This is an optimization exercise on Yosys and OpenROAD, whose aim is small area, a short achievable clock period and few clock cycles per item, not a production implementation.
Only simulation tests tie the RTL to the original design; equivalence was not proved.
Power figures rest on the tool's default switching activity, not on a simulated workload.

`config.mk`:
```
export PLATFORM = sky130hd
export DESIGN_NAME = sse_top
export DESIGN_NICKNAME = sse_top
export VERILOG_FILES = /design/flow/design.v
export SDC_FILE = /design/flow/constraint.sdc
export NUM_CORES = 4
export LEC_CHECK = 0
export CAP_MARGIN = 20
export CORE_MARGIN = 2
export CORE_UTILIZATION = 40
export SLEW_MARGIN = 20
```
`constraint.sdc`:
```
create_clock -name core_clock -period 10.0 [get_ports {clk}]
set_input_delay 2.0000 -clock core_clock [delete_from_list [all_inputs] [get_ports {clk}]]
set_output_delay 2.0000 -clock core_clock [all_outputs]
set_load 0.01 [all_outputs]
```
`design.v`:
```
module fp_add_sub (
	input  logic        clk,
	input  logic        rst,
	input  logic        start,
	input  logic        sub,
	input  logic [31:0] a,
	input  logic [31:0] b,
	output logic        busy,
	output logic        ready,
	output logic [31:0] y
);
	localparam int fw = 23;
	localparam int mw = fw + 4;     
	localparam logic [8-1:0] exp_ones = 8'(255);
	localparam logic [8-1:0] max_shift = 8'(mw);
	localparam logic [2:0] as_idle  = 3'd0;
	localparam logic [2:0] as_check = 3'd1;
	localparam logic [2:0] as_add   = 3'd2;
	localparam logic [2:0] as_norm  = 3'd3;
	localparam logic [2:0] as_round = 3'd4;
	localparam logic [2:0] as_done  = 3'd5;
	localparam logic [2:0] fp_zero   = 3'd0;
	localparam logic [2:0] fp_normal = 3'd1;
	localparam logic [2:0] fp_inf    = 3'd2;
	localparam logic [2:0] fp_nan    = 3'd3;
	function automatic logic [2:0] fp_classify(input logic [31:0] w);
		if (w[30:23] == 255) begin
			if (w[22:0] != '0)
				fp_classify = fp_nan;
			else
				fp_classify = fp_inf;
		end else if (w[30:23] == '0) begin
			fp_classify = fp_zero;
		end else begin
			fp_classify = fp_normal;
		end
	endfunction
	logic [2:0] state;
	logic [31:0] a_q, b_q;
	logic sub_q;
	logic [2:0] cls_a, cls_b;
	logic sb_eff, eff_sub_w, a_ge_b;
	logic [31:0] big_op, small_op;
	logic [8-1:0] exp_diff, shamt;
	logic [2*mw-1:0] small_wide;
	logic [mw-1:0] small_al;
	logic [mw-1:0] sig_big, sig_small;
	logic [mw:0] sig_r;           
	logic signed [9:0] exp_r;
	logic sign_r, eff_sub;
	logic round_up;
	logic [fw+1:0] mant_inc;
	logic signed [9:0] exp_fin;
	assign cls_a = fp_classify(a_q);
	assign cls_b = fp_classify(b_q);
	assign sb_eff = b_q[31] ^ sub_q;     
	assign eff_sub_w = a_q[31] ^ sb_eff;
	assign a_ge_b = a_q[30:0] >= b_q[30:0];
	assign big_op = a_ge_b ? a_q : b_q;
	assign small_op = a_ge_b ? b_q : a_q;
	assign exp_diff = big_op[30:23] - small_op[30:23];
	assign shamt = (exp_diff > max_shift) ? max_shift : exp_diff;
	assign small_wide = {1'b1, small_op[22:0], 3'b000, {mw{1'b0}}} >> shamt;
	assign small_al = {small_wide[2*mw-1:mw+1], small_wide[mw] | (|small_wide[mw-1:0])};
	assign round_up = sig_r[2] & (sig_r[1] | sig_r[0] | sig_r[3]);
	assign mant_inc = {1'b0, sig_r[mw-1:3]} + {{(fw+1){1'b0}}, round_up};
	assign exp_fin = mant_inc[fw+1] ? exp_r + 10'sd1 : exp_r;
	assign busy = (state != as_idle);
	always_ff @(posedge clk) begin
		if (rst) begin
			state <= as_idle;
			ready <= 1'b0;
		end else begin
			ready <= 1'b0;
			case (state)
				as_idle: begin
					if (start) begin
						a_q <= a;
						b_q <= b;
						sub_q <= sub;
						state <= as_check;
					end
				end
				as_check: begin
					state <= as_done;     
					if (cls_a == fp_nan || cls_b == fp_nan) begin
						y <= 32'h7fc00000;
					end else if (cls_a == fp_inf && cls_b == fp_inf) begin
						if (eff_sub_w)
							y <= 32'h7fc00000;     
						else
							y <= a_q;
					end else if (cls_a == fp_inf) begin
						y <= a_q;
					end else if (cls_b == fp_inf) begin
						y <= {sb_eff, exp_ones, 23'd0};
					end else if (cls_a == fp_zero && cls_b == fp_zero) begin
						y <= {a_q[31] & sb_eff, 31'd0};
					end else if (cls_a == fp_zero) begin
						y <= {sb_eff, b_q[30:0]};
					end else if (cls_b == fp_zero) begin
						y <= a_q;
					end else if (eff_sub_w && a_q[30:0] == b_q[30:0]) begin
						y <= '0;     
					end else begin
						sig_big <= {1'b1, big_op[22:0], 3'b000};
						sig_small <= small_al;
						exp_r <= {2'b00, big_op[30:23]};
						sign_r <= a_ge_b ? a_q[31] : sb_eff;
						eff_sub <= eff_sub_w;
						state <= as_add;
					end
				end
				as_add: begin
					if (eff_sub)
						sig_r <= {1'b0, sig_big} - {1'b0, sig_small};
					else
						sig_r <= {1'b0, sig_big} + {1'b0, sig_small};
					state <= as_norm;
				end
				as_norm: begin
					if (sig_r[mw]) begin
						sig_r <= {1'b0, sig_r[mw:2], sig_r[1] | sig_r[0]};
						exp_r <= exp_r + 10'sd1;
						state <= as_round;
					end else if (sig_r[mw-1]) begin
						state <= as_round;
					end else if (exp_r <= 10'sd1) begin
						y <= '0;     
						state <= as_done;
					end else begin
						sig_r <= sig_r << 1;     
						exp_r <= exp_r - 10'sd1;
					end
				end
				as_round: begin
					if (exp_fin >= 255)
						y <= {sign_r, exp_ones, 23'd0};     
					else
						y <= {sign_r, exp_fin[8-1:0], mant_inc[fw-1:0]};
					state <= as_done;
				end
				as_done: begin
					ready <= 1'b1;
					state <= as_idle;
				end
				default: state <= as_idle;
			endcase
		end
	end
endmodule
module fp_square (
	input  logic        clk,
	input  logic        rst,
	input  logic        start,
	input  logic [31:0] a,
	output logic        busy,
	output logic        ready,
	output logic [31:0] y
);
	localparam int fw = 23;
	localparam int pw = 2 * (fw + 1);     
	localparam logic [8-1:0] exp_ones = 8'(255);
	localparam logic [2:0] sq_idle  = 3'd0;
	localparam logic [2:0] sq_check = 3'd1;
	localparam logic [2:0] sq_mul   = 3'd2;
	localparam logic [2:0] sq_norm  = 3'd3;
	localparam logic [2:0] sq_round = 3'd4;
	logic [2:0] state;
	logic [31:0] a_q;
	logic a_nan;
	logic signed [9:0] exp_dbl, exp_r;
	logic [pw-1:0] prod;
	logic [fw-1:0] mant;
	logic guard, sticky;
	logic round_up;
	logic [fw:0] mant_inc;
	logic signed [9:0] exp_fin;
	assign a_nan = (a_q[30:23] == 255) && (a_q[22:0] != '0);
	assign exp_dbl = $signed({1'b0, a_q[30:23], 1'b0}) - $signed(10'(127));
	assign round_up = guard & (sticky | mant[0]);
	assign mant_inc = {1'b0, mant} + {{fw{1'b0}}, round_up};
	assign exp_fin = mant_inc[fw] ? exp_r + 10'sd1 : exp_r;
	assign busy = (state != sq_idle);
	always_ff @(posedge clk) begin
		if (rst) begin
			state <= sq_idle;
			ready <= 1'b0;
		end else begin
			ready <= 1'b0;
			case (state)
				sq_idle: begin
					if (start) begin
						a_q <= a;
						state <= sq_check;
					end
				end
				sq_check: begin
					exp_r <= exp_dbl;
					if (a_nan) begin
						y <= 32'h7fc00000;
						ready <= 1'b1;
						state <= sq_idle;
					end else if (exp_dbl >= 255) begin
						y <= {1'b0, exp_ones, 23'd0};     
						ready <= 1'b1;
						state <= sq_idle;
					end else if (exp_dbl < 10'sd1) begin
						y <= '0;     
						ready <= 1'b1;
						state <= sq_idle;
					end else begin
						state <= sq_mul;
					end
				end
				sq_mul: begin
					prod <= {1'b1, a_q[22:0]} * {1'b1, a_q[22:0]};
					state <= sq_norm;
				end
				sq_norm: begin
					if (prod[pw-1]) begin     
						mant <= prod[pw-2 -: fw];
						guard <= prod[pw-2-fw];
						sticky <= |prod[pw-3-fw:0];
						exp_r <= exp_r + 10'sd1;
					end else begin
						mant <= prod[pw-3 -: fw];
						guard <= prod[pw-3-fw];
						sticky <= |prod[pw-4-fw:0];
					end
					state <= sq_round;
				end
				sq_round: begin
					if (exp_fin >= 255)
						y <= {1'b0, exp_ones, 23'd0};
					else
						y <= {1'b0, exp_fin[8-1:0], mant_inc[fw-1:0]};
					ready <= 1'b1;
					state <= sq_idle;
				end
				default: state <= sq_idle;
			endcase
		end
	end
endmodule
module sse_sequencer (
	input  logic        clk,
	input  logic        rst,
	input  logic        sample_valid,
	input  logic [31:0] sample,
	input  logic [31:0] golden,
	input  logic [31:0] sum,
	output logic        add_start,
	output logic        add_sub,
	output logic [31:0] add_a,
	output logic [31:0] add_b,
	input  logic        add_ready,
	input  logic [31:0] add_y,
	output logic        sq_start,
	output logic [31:0] sq_a,
	input  logic        sq_ready,
	input  logic [31:0] sq_y,
	output logic        acc_load,
	output logic [31:0] acc_value,
	output logic        busy,
	output logic        ready
);
	localparam logic [2:0] st_idle        = 3'd0;
	localparam logic [2:0] st_sub         = 3'd1;     
	localparam logic [2:0] st_wait_sub    = 3'd2;
	localparam logic [2:0] st_square      = 3'd3;
	localparam logic [2:0] st_wait_square = 3'd4;
	localparam logic [2:0] st_acc         = 3'd5;     
	localparam logic [2:0] st_wait_acc    = 3'd6;
	logic [2:0] state;
	logic [31:0] sample_q, golden_q;
	always_ff @(posedge clk) begin
		if (rst) begin
			state <= st_idle;
			ready <= 1'b0;
		end else begin
			ready <= 1'b0;
			case (state)
				st_idle:        if (sample_valid) state <= st_sub;
				st_sub:         state <= st_wait_sub;
				st_wait_sub:    if (add_ready) state <= st_square;
				st_square:      state <= st_wait_square;
				st_wait_square: if (sq_ready) state <= st_acc;
				st_acc:         state <= st_wait_acc;
				st_wait_acc: begin
					if (add_ready) begin
						ready <= 1'b1;     
						state <= st_idle;
					end
				end
				default: state <= st_idle;
			endcase
		end
	end
	always_ff @(posedge clk) begin
		if (state == st_idle && sample_valid) begin
			sample_q <= sample;
			golden_q <= golden;
		end
	end
	assign busy = (state != st_idle);
	assign add_start = (state == st_sub) || (state == st_acc);
	assign add_sub = (state == st_sub);
	assign add_a = add_sub ? sample_q : sq_y;
	assign add_b = add_sub ? golden_q : sum;
	assign sq_start = (state == st_square);
	assign sq_a = add_y;     
	assign acc_load = (state == st_wait_acc) && add_ready;
	assign acc_value = add_y;
endmodule
module sse_accum_regs (
	input  logic                  clk,
	input  logic                  rst,
	input  logic                  clear,
	input  logic                  acc_load,
	input  logic [31:0]           acc_value,
	output logic [31:0]           sum,
	output logic [16-1:0] count
);
	always_ff @(posedge clk) begin
		if (rst) begin
			sum <= '0;
			count <= '0;
		end else if (clear) begin
			sum <= '0;     
			count <= '0;
		end else if (acc_load) begin
			sum <= acc_value;
			if (count != '1)
				count <= count + 1'b1;
		end
	end
endmodule
module sse_top (
	input  logic                     clk,
	input  logic                     rst,
	input  logic                     clear,
	input  logic                     sample_valid,
	input  logic [31:0]              sample,
	input  logic [31:0]              golden,
	output logic                     busy,
	output logic                     ready,
	output logic [32+16-1:0] status
);
	logic add_start, add_sub, add_ready;
	logic [31:0] add_a, add_b, add_y;
	logic sq_start, sq_ready;
	logic [31:0] sq_a, sq_y;
	logic acc_load;
	logic [31:0] acc_value;
	logic [31:0] sum;
	logic [16-1:0] count;
	assign status = {sum, count};
	sse_sequencer i_seq (
		.clk          (clk),
		.rst          (rst),
		.sample_valid (sample_valid),
		.sample       (sample),
		.golden       (golden),
		.sum          (sum),
		.add_start    (add_start),
		.add_sub      (add_sub),
		.add_a        (add_a),
		.add_b        (add_b),
		.add_ready    (add_ready),
		.add_y        (add_y),
		.sq_start     (sq_start),
		.sq_a         (sq_a),
		.sq_ready     (sq_ready),
		.sq_y         (sq_y),
		.acc_load     (acc_load),
		.acc_value    (acc_value),
		.busy         (busy),
		.ready        (ready)
	);
	fp_add_sub i_add (
		.clk   (clk),
		.rst   (rst),
		.start (add_start),
		.sub   (add_sub),
		.a     (add_a),
		.b     (add_b),
		.busy  (),
		.ready (add_ready),
		.y     (add_y)
	);
	fp_square i_sq (
		.clk   (clk),
		.rst   (rst),
		.start (sq_start),
		.a     (sq_a),
		.busy  (),
		.ready (sq_ready),
		.y     (sq_y)
	);
	sse_accum_regs i_acc (
		.clk       (clk),
		.rst       (rst),
		.clear     (clear),     
		.acc_load  (acc_load),
		.acc_value (acc_value),
		.sum       (sum),
		.count     (count)
	);
endmodule
```
`run.sh`:
```
#!/bin/bash
# synth_recipe.tcl (not shown) runs the flow's synth.tcl, then flattens the netlist and writes it again
# the make line also repeats each setting of config.mk as NAME=value (left out here)
make -C /OpenROAD-flow-scripts/flow DESIGN_CONFIG=/design/flow/config.mk WORK_HOME=/design/flow/orfs CLKGATE_MAP_FILE= SYNTH_SCRIPT=/design/flow/synth_recipe.tcl finish
```
==> impl_metrics.env <==
export IMPL_rsz0062_at_grt="no"
export IMPL_critPathMostFrequentCell="fa_1"
export IMPL_pwr_share_clk_pct=31.0
export IMPL_finalSetupViolations=0
export IMPL_detail_route_antenna_nets=0
export IMPL_cts_sinks=455
export IMPL_cts_clk_slew_worst_paths_ps=60
export IMPL_worstHoldStart="i_add.y[11]"
export IMPL_p_leak_nw=18.43
export IMPL_viasPerCell=5.340
export IMPL_clock_skew_ps=45.71
export IMPL_seq_power_share_pct=36.7
export IMPL_place_congestion=0.9270
export IMPL_clk_latency_ps=650
export IMPL_fin_nets=4744
export IMPL_yosysSeqAreaShare_pct=32.63
export IMPL_startpoint="i_sq.a_q[9]"
export IMPL_synth_simple_area_share_pct=12.90
export IMPL_intPower_mw=4.139
export IMPL_synth_fa_ha_area_share_pct=29.38
export IMPL_avgRoutedWirePerCell_um=20.54
export IMPL_drc_errors=0
export IMPL_hold_buffers=0
export IMPL_slowest_delay_ps=890
export IMPL_h_tree_depth=2
export IMPL_synth_avg_cell_area_um2=10.18
export IMPL_first_global_vias=28940
export IMPL_numCtsBuffers=52
export IMPL_regToRegSetupSlack_ps=910
export IMPL_track_usage_pct=21.49
export IMPL_antenna_found_initial=3
export IMPL_die_h_um=320.3
export IMPL_pre_cts_slack_ps=916.0
export IMPL_hpwl_mm=86.11
export IMPL_fp_coreArea_um2=99710
export IMPL_fin_ws_ps=909.4
export IMPL_required_ps=10380
export IMPL_power_frac_comb_pct=32.3
export IMPL_cp_slowest_cell="edfxtp_1"
export IMPL_final_max_slew_viol_count=0
export IMPL_start_kind="flip-flop"
export IMPL_ys_seq_elements=455
export IMPL_reg2reg_depth=27
export IMPL_p_sw_mw=2.091
export IMPL_drv_cap=0
export IMPL_synth_edff_count=395
export IMPL_grt_max_degree=71
export IMPL_synthFlopType="edfxtp_1"
export IMPL_final_min_clock_period_ps=9091
export IMPL_relSlewSlack_pct=30.25
export IMPL_syn_nets=4686
export IMPL_num_rows=116
export IMPL_synth_top_area_share_pct=29.63
export IMPL_via_count=28480
export IMPL_async_flop_share_pct=0
export IMPL_fin_tns_setup_ps=0
export IMPL_yosysWarnings=4
export IMPL_io_buffer_count=117
export IMPL_root_buffer="clkbuf_16"
export IMPL_synth_distinct_cells=88
export IMPL_drive_gt1_share_pct=7.040
export IMPL_cp_arrival_ps=9470
export IMPL_tightestPinTransition_ps=1046
export IMPL_critPathCaptureType="flip-flop"
export IMPL_synthToLayoutAreaGrowth_pct=10.84
export IMPL_place_area_um2=42660
export IMPL_synth_top_family_by_area="adder cells"
export IMPL_cts_setup_buffers=0
export IMPL_syn_inst=3933
export IMPL_fp_dieArea_um2=102600
export IMPL_swShare_pct=33.56
export IMPL_finalCritPeriodShare_pct=90.91
export IMPL_power_density_nw_per_um2=140.4
export IMPL_hold_slack_ps=447.7
export IMPL_hold_class="reg -> reg"
export IMPL_cts_buffer_depth=3
export IMPL_rr_startpoint="i_sq.a_q[9]"
export IMPL_critical_path_max_fanout=19
export IMPL_drt_pass1_iterations=6
export IMPL_cts_tree="done"
export IMPL_grt_pass1_wl_mm=169.4
export IMPL_synthXorXnorAreaFrac_pct=3.588
export IMPL_crit_family="adder cells"
export IMPL_ctsResizeCount=0
export IMPL_wl_mm=109.6
export IMPL_die_w_um=320.3
export IMPL_path_class="reg -> reg"
export IMPL_drtIter0Drc=2298
export IMPL_p_total_mw=6.230
export IMPL_netlist_top_cells_area="edfxtp_1 30%, fa_1 21%, ha_1 8.1%"
export IMPL_vdd_ir_drop_worst_uv=179.5
export IMPL_initial_core_util_pct=40.15
export IMPL_critical_path_buf_inv_count=4
export IMPL_synth_compound_area_share_pct=10.01
export IMPL_pin_count=118
export IMPL_postLayoutCellArea_um2=44370
export IMPL_finalHoldViolations=0
export IMPL_netlist_area_um2=40030
export IMPL_synth_top_area_cell="edfxtp_1"
export IMPL_grt_ovfl_total=0
export IMPL_cp_endpoint="i_sq.prod[47]"
export IMPL_synth_mux_area_fraction_pct=4.195
export IMPL_outcome="finished clean"
export IMPL_cp_num_cells=27
export IMPL_r2r_end="i_sq.prod[47]"
export IMPL_max_freq_mhz=110.0
layer usage:
metal	routed length [um]	up-vias	GRT usage [%]
li1	-	13310	-
met1	46850	14120	28.80
met2	51410	881	34.82
met3	7284	162	4.035
met4	4001	2	7.668
met5	13	-	0
cell families after synthesis:
| kind of cell | after synthesis |
|---|---|
| mux | 155 |
| simple gates | 1071 |
| fa+ha+maj | 685 |
| buf+inv | 770 |
| flops | 455 |
| xor+xnor | 164 |
| compound gates | 633 |
placed cells by master (no fill, tap or decap), types with 19 or more instances in the layout:
cell type          n
a211oi_1          21
a21o_1            19
a21oi_1          187
a22oi_1           31
a32oi_1           24
and2_1           142
and3_1            39
buf_4             53
clkbuf_16         53
clkdlybuf4s50_1  117
dfxtp_1           60
edfxtp_1         395
fa_1             425
ha_1             260
inv_1            598
mux2_2            99
mux2i_1           53
nand2_1          378
nand3_1           63
nand4_1           27
nor2_1           219
nor2b_1           20
nor3_1            45
nor4_1            30
o211ai_1          21
o21ai_0          152
o22ai_1           33
xnor2_1          104
xor2_1            60
worst register-to-register path: stages (launching register included):
cell and delay [ps]:
edfxtp_1 890, inv_1 440, nor2_1 270, fa_1 460, fa_1 510, fa_1 580, fa_1 440, fa_1 490
inv_1 50, fa_1 530, inv_1 50, fa_1 470, ha_1 380, nand2_1 80, nor3_1 230, nand2_1 90
o31a_1 330, o211a_1 310, o31ai_1 460, o41ai_1 130, buf_4 170, o31a_1 310, nand2b_1 140, a21boi_0 240
o21ai_0 200, a211oi_1 360, o31ai_1 140, xnor2_1 130
worst min path at each step:
stage / end / cells past startpoint / slack, ps
after floorplan: i_sq.a_q[0] / 0 / 430
after global placement: i_sq.a_q[11] / 0 / 440
after detailed placement: i_sq.a_q[11] / 0 / 430
after CTS: i_sq.a_q[11] / 0 / 450
after global routing: i_sq.a_q[11] / 0 / 450
final: i_sq.a_q[11] / 0 / 450
through the flow:
stage / cells / utilization (%)
after floorplan: 3933 / -
after global placement: 5235 / 42.78
after detailed placement: 5235 / 42.78
after CTS: 5332 / 44.49
after global routing: 5332 / 44.50
final: 5333 / 44.50
state kept, by name, summed over array words and instances (netlist names), 27 cells and up:
signal / flops
i_add.sig_r: 28
i_add.sig_small: 27
i_seq.sample_q: 32
i_sq.a_q: 31
i_sq.y: 31
i_add.y: 32
i_add.a_q: 32
i_sq.prod: 47
i_acc.sum: 32
i_seq.golden_q: 32
i_add.b_q: 32
cell usage after synthesis, drive strengths merged (20+ instances only):
master,instances
a22oi,32
a211oi,21
fa,425
nor4,35
and2,145
mux2,102
ha,260
o22ai,33
nor3,48
nor2,224
a21oi,188
xnor2,104
nor2b,21
o211ai,21
inv,599
and3,40
clkbuf,149
nand2,379
edfxtp,395
a32oi,24
xor2,60
o21ai,156
nand4,27
nand3,64
mux2i,53
or2,20
dfxtp,60
final cells by class:
class                      instances  area (um2)
tap                             1298        1624
timing repair buffer             170        1569
clock buffer                      74        1445
sequential                       455       13060
multi-input combinational       2708       24140
clock inverter                    23       259.0
fill                            9383       55340
inverter                         604        2267
antenna                            1       2.502
power groups by stage:
stage	Clock, mW	Combinational (mW)	Sequential [mW]
3_5_place_dp	0	2.00	2.33
6_report	1.93	2.01	2.29
3_3_place_gp	0	1.99	2.33
4_1_cts	1.96	2.03	2.29
2_1_floorplan	0	1.46	2.30
5_1_grt	2.03	2.26	2.29
Testbench counts, summed over its fixed seeds: cycles 91,464, samples 3,072.

==> separate check: timing with driven ports <==
No port has a modelled driver above. Below, the same layout with a new extraction and two added sets of constraints.
Step 1 sets driving cells, clkbuf_16 on the clock port and buf_2 on the other inputs (assumed; they add their load-dependent delay and slew).
Step 2, shift: input delay + t, output delay - t, t = (earliest + latest rising clock arrival at the registers) / 2. This alone moves slack from input paths to output paths.
Three values: ideal, step 1, step 2; two values: the first two.
shift t [ns]: 0.698
setup WS [ns]: 0.909 / 0.909 / 0.909
cell pins on the clock port's net: 1
After both steps setup and hold are still met in this run. The setup slack of this run moves by 0.000 ns with the drivers and by 0.000 ns with both steps.
